This is an optimization exercise on Yosys and OpenROAD, whose aim is small area, a short achievable clock period and few clock cycles per item, not a production implementation.
Power and IR drop assume default switching activity.

## lane 1
Design audio_resample_packetizer_unit, start of the top module:
module audio_resample_packetizer_unit (
  input  wire logic                       clk_i,
  input  wire logic                       rst_ni,
  input  wire logic                       in_valid_i,
  output logic                            in_ready_o,
  input  wire logic [31:0]                in_first_channel_i,
  input  wire logic [31:0]                in_second_channel_i,
  input  wire logic                       in_buffer_start_i,
  input  wire logic                       in_silent_i,
  input  wire logic [63:0]                in_time_ns_i,
  output logic                            out_valid_o,
  input  wire logic                       out_ready_i,
  output logic [15:0]                     out_left_sample_o,
  output logic [15:0]                     out_right_sample_o,
  output logic [15:0]                     out_packet_sequence_o,
  output logic                            out_first_of_packet_o,
  output logic                            out_last_of_packet_o,
  output logic [63:0]                     out_packet_time_ns_o,
  output logic                            out_last_of_run_o,
  input  wire logic                       cfg_we_i,
  input  wire logic [arp_pkg::CIDX_W-1:0] cfg_index_i,
  input  wire logic [arp_pkg::CFG_W-1:0]  cfg_wdata_i
);
Size in the first run: ~1800 cells after synthesis, roughly 240 flip-flops, roughly 18000 sq um of cells after synthesis.
Settings: LEC_CHECK=0, CAP_MARGIN=20, CORE_MARGIN=2, CORE_UTILIZATION=55, CTS_BUF_LIST=sky130_fd_sc_hd__clkbuf_8, PLACE_DENSITY=0.7, SETUP_SLACK_MARGIN=4.3, SLEW_MARGIN=20; clock period 8.0 ns.
standard.sh (not shown) runs the stock make flow with config.mk's settings and CLKGATE_MAP_FILE= SYNTH_SCRIPT=/design/flow/synth_recipe.tcl, a recipe that flattens the netlist after the stock synthesis.
==> flow/flow/run.sh <==
#!/bin/bash
# Own layout flow: the standard flow, with every input and output port
# buffered by the smallest buffer (sky130_fd_sc_hd__buf_1) instead of the
# resizer's default choice. Everything else is the standard.sh.
set -euo pipefail
export BUFFER_PORTS_ARGS="-buffer_cell sky130_fd_sc_hd__buf_1"
bash standard.sh finish > flow_standard.log 2>&1 || { tail -50 flow_standard.log; exit 1; }
tail -5 flow_standard.log
> inputs changed (lane 1 -> lane 2)
diff --git a/flow/design.v b/flow/design.v
--- a/flow/design.v
+++ b/flow/design.v
@@ -1,16 +1,16 @@
 `default_nettype none
 package arp_pkg;
   localparam int unsigned PACKET_FRAMES = 960;
   localparam int unsigned OUTPUT_RATE   = 48000;
   localparam int unsigned MIN_RATE      = 8000;
   localparam int unsigned RATE_W  = 19;
-  localparam int unsigned PHASE_W = 20;   
+  localparam int unsigned PHASE_W = 21;   
   localparam int unsigned FRAME_W = 10;
   localparam int unsigned CFG_W   = 19;
   localparam int unsigned CIDX_W  = 2;
   localparam logic [CIDX_W-1:0] REG_SOURCE_RATE   = 2'd0;
   localparam logic [CIDX_W-1:0] REG_SAMPLE_FORMAT = 2'd1;
   localparam logic [CIDX_W-1:0] REG_STEREO_SOURCE = 2'd2;
   localparam logic [1:0] FMT_FLOAT = 2'd0;
   localparam logic [1:0] FMT_PCM16 = 2'd1;
   localparam logic [1:0] FMT_PCM32 = 2'd2;
@@ -24,37 +24,28 @@
   output logic      [15:0] v_o,      
   output logic      [3:0]  u_o,      
   output logic             st_o,     
   output logic             sgn_o,    
   output logic             big_o,    
   output logic             tiny_o    
 );
   logic [7:0]  ex;
   logic [23:0] mant, q;
-  logic [9:0]  lo;
-  logic [14:0] hd;
   logic [8:0]  mh;
   logic        nz14, b;
   logic [7:0]  x8, y8;
   logic        eq_ff, eq_00;
-  arp_add #(.W(10)) u_lo (
-    .a_i ({1'b0, mant[8:0]}),
-    .b_i ({1'b0, ~mh}),
+  arp_add #(.W(24)) u_sub (
+    .a_i (mant),
+    .b_i ({15'h7FFF, ~mh}),
     .c_i (!b),
-    .s_o (lo)
+    .s_o (q)
   );
-  arp_add #(.W(15)) u_dec (
-    .a_i (mant[23:9]),
-    .b_i (15'h7FFF),
-    .c_i (1'b0),
-    .s_o (hd)
-  );
-  assign q = {lo[9] ? mant[23:9] : hd, lo[8:0]};
   always_comb begin
     ex   = raw_i[30:23];
     mant = {1'b1, raw_i[22:0]};
     mh   = mant[23:15];
     nz14 = |mant[13:0];
     b    = mant[14] && (nz14 || mh[0]);
     x8    = mant[7:0];
     y8    = ~mh[7:0];
     eq_ff = &(x8 ^ y8);
@@ -75,34 +66,34 @@
   input  wire logic [15:0] v_i,
   input  wire logic [3:0]  u_i,
   input  wire logic        st_i,
   input  wire logic        sgn_i,
   input  wire logic        big_i,
   input  wire logic        tiny_i,
   input  wire logic        float_i,
   output logic      [15:0] sample_o
 );
-  logic [15:0] sh1, sh2, sh3, sh4, af, fin;
+  logic [15:0] sh1, sh2, sh3, sh4, lmask, af, fin;
   logic        g2, s2, r2, rf;
   arp_add #(.W(16)) u_inc (
     .a_i (af ^ {16{sgn_i}}),
     .b_i (16'd0),
     .c_i (rf ^ sgn_i),
     .s_o (fin)
   );
   always_comb begin
     sh1   = u_i[3] ? {8'd0, v_i[15:8]} : v_i;
     sh2   = u_i[2] ? {4'd0, sh1[15:4]} : sh1;
     sh3   = u_i[1] ? {2'd0, sh2[15:2]} : sh2;
     sh4   = u_i[0] ? {1'd0, sh3[15:1]} : sh3;
     g2    = sh4[0];
-    s2    = st_i | (u_i[3] && (|v_i[7:0])) | (u_i[2] && (|sh1[3:0]))
-          | (u_i[1] && (|sh2[1:0])) | (u_i[0] && sh3[0]);
+    lmask = ~(16'hFFFF << u_i);
+    s2    = st_i | (|(v_i & lmask));
     r2    = g2 && (s2 || sh4[1]);
     if (big_i) begin
       af = 16'h7FFF;
       rf = 1'b0;
     end else if (tiny_i) begin
       af = 16'h0000;
       rf = 1'b0;
     end else begin
       af = {1'b0, sh4[15:1]};
@@ -166,19 +157,19 @@
   output logic                            out_last_of_packet_o,
   output logic [63:0]                     out_packet_time_ns_o,
   output logic                            out_last_of_run_o,
   input  wire logic                       cfg_we_i,
   input  wire logic [arp_pkg::CIDX_W-1:0] cfg_index_i,
   input  wire logic [arp_pkg::CFG_W-1:0]  cfg_wdata_i
 );
   localparam int unsigned PW = arp_pkg::PHASE_W;
   localparam int unsigned RW = arp_pkg::RATE_W;
-  localparam logic [PW-1:0] NEG_OUT = 20'hF4480;
+  localparam logic [PW-1:0] NEG_OUT = 21'h1F4480;
   logic [RW-1:0] rate_q;
   logic [1:0]    fmt_q;
   logic          stereo_q;
   logic [RW-1:0] wrate;
   assign wrate = (cfg_wdata_i[RW-1:0] < RW'(arp_pkg::MIN_RATE))
                ? RW'(arp_pkg::MIN_RATE) : cfg_wdata_i[RW-1:0];
   always_ff @(posedge clk_i or negedge rst_ni) begin
     if (!rst_ni) begin
       rate_q   <= RW'(arp_pkg::OUTPUT_RATE);
Findings:
- The wire length in lane 2 is 0.934 times that in lane 1.
- Lane 2: share of cell area taken by multi-input logic gates 0.84 points below lane 1
- Number of cell rows came out exactly the same in lane 1 and lane 2.
- Between lane 1 and lane 2, the final layout net count does not differ in any meaningful way.
- Where leakage power is concerned, lane 1 is outperformed by lane 2.
- Side by side, sequential power turned out higher in lane 2 than in lane 1.
- Looking at CTS sink count across lane 1 and lane 2, the one that comes out lower is lane 1.
- Sequential portion of the cell area: lane 1 and lane 2 compared, higher one is lane 2
- On least setup slack across all paths after layout, lane 2 does better than lane 1.
- Combinational group share of total power delta for lane 2 relative to lane 1: 4.4 points higher
No functional check of the RTL was part of any run of this note.

[separate check: timing with driven ports]
The results above use ideal ports. As a check the final layouts listed here were re-extracted and re-timed, cells and wires unchanged.
Step 1 sets driving cells, clkbuf_16 on the clock port and buf_2 on the other inputs (assumed; they add their load-dependent delay and slew).
Step 2 moves the port delays by t, midway between the first and last clock arrival at a register: inputs arrive t later, outputs are due t later. That takes back most of the time a late clock gives input paths.
a / b / c = ideal / step 1 / step 2; a / b = the first two.
run	t (ns)	setup slack, ns	worst setup path at the end	worst slew at a driven data input, ns
lane 1	0.630	4.177 / 4.177 / 3.755	input to register	0.09
lane 2	0.618	4.318 / 4.285 / 3.789	input to register	0.10
After both steps every run listed still meets setup and hold. The setup slack of lane 2, which loses most, moves by -0.033 ns with the drivers and by -0.529 ns with both steps.
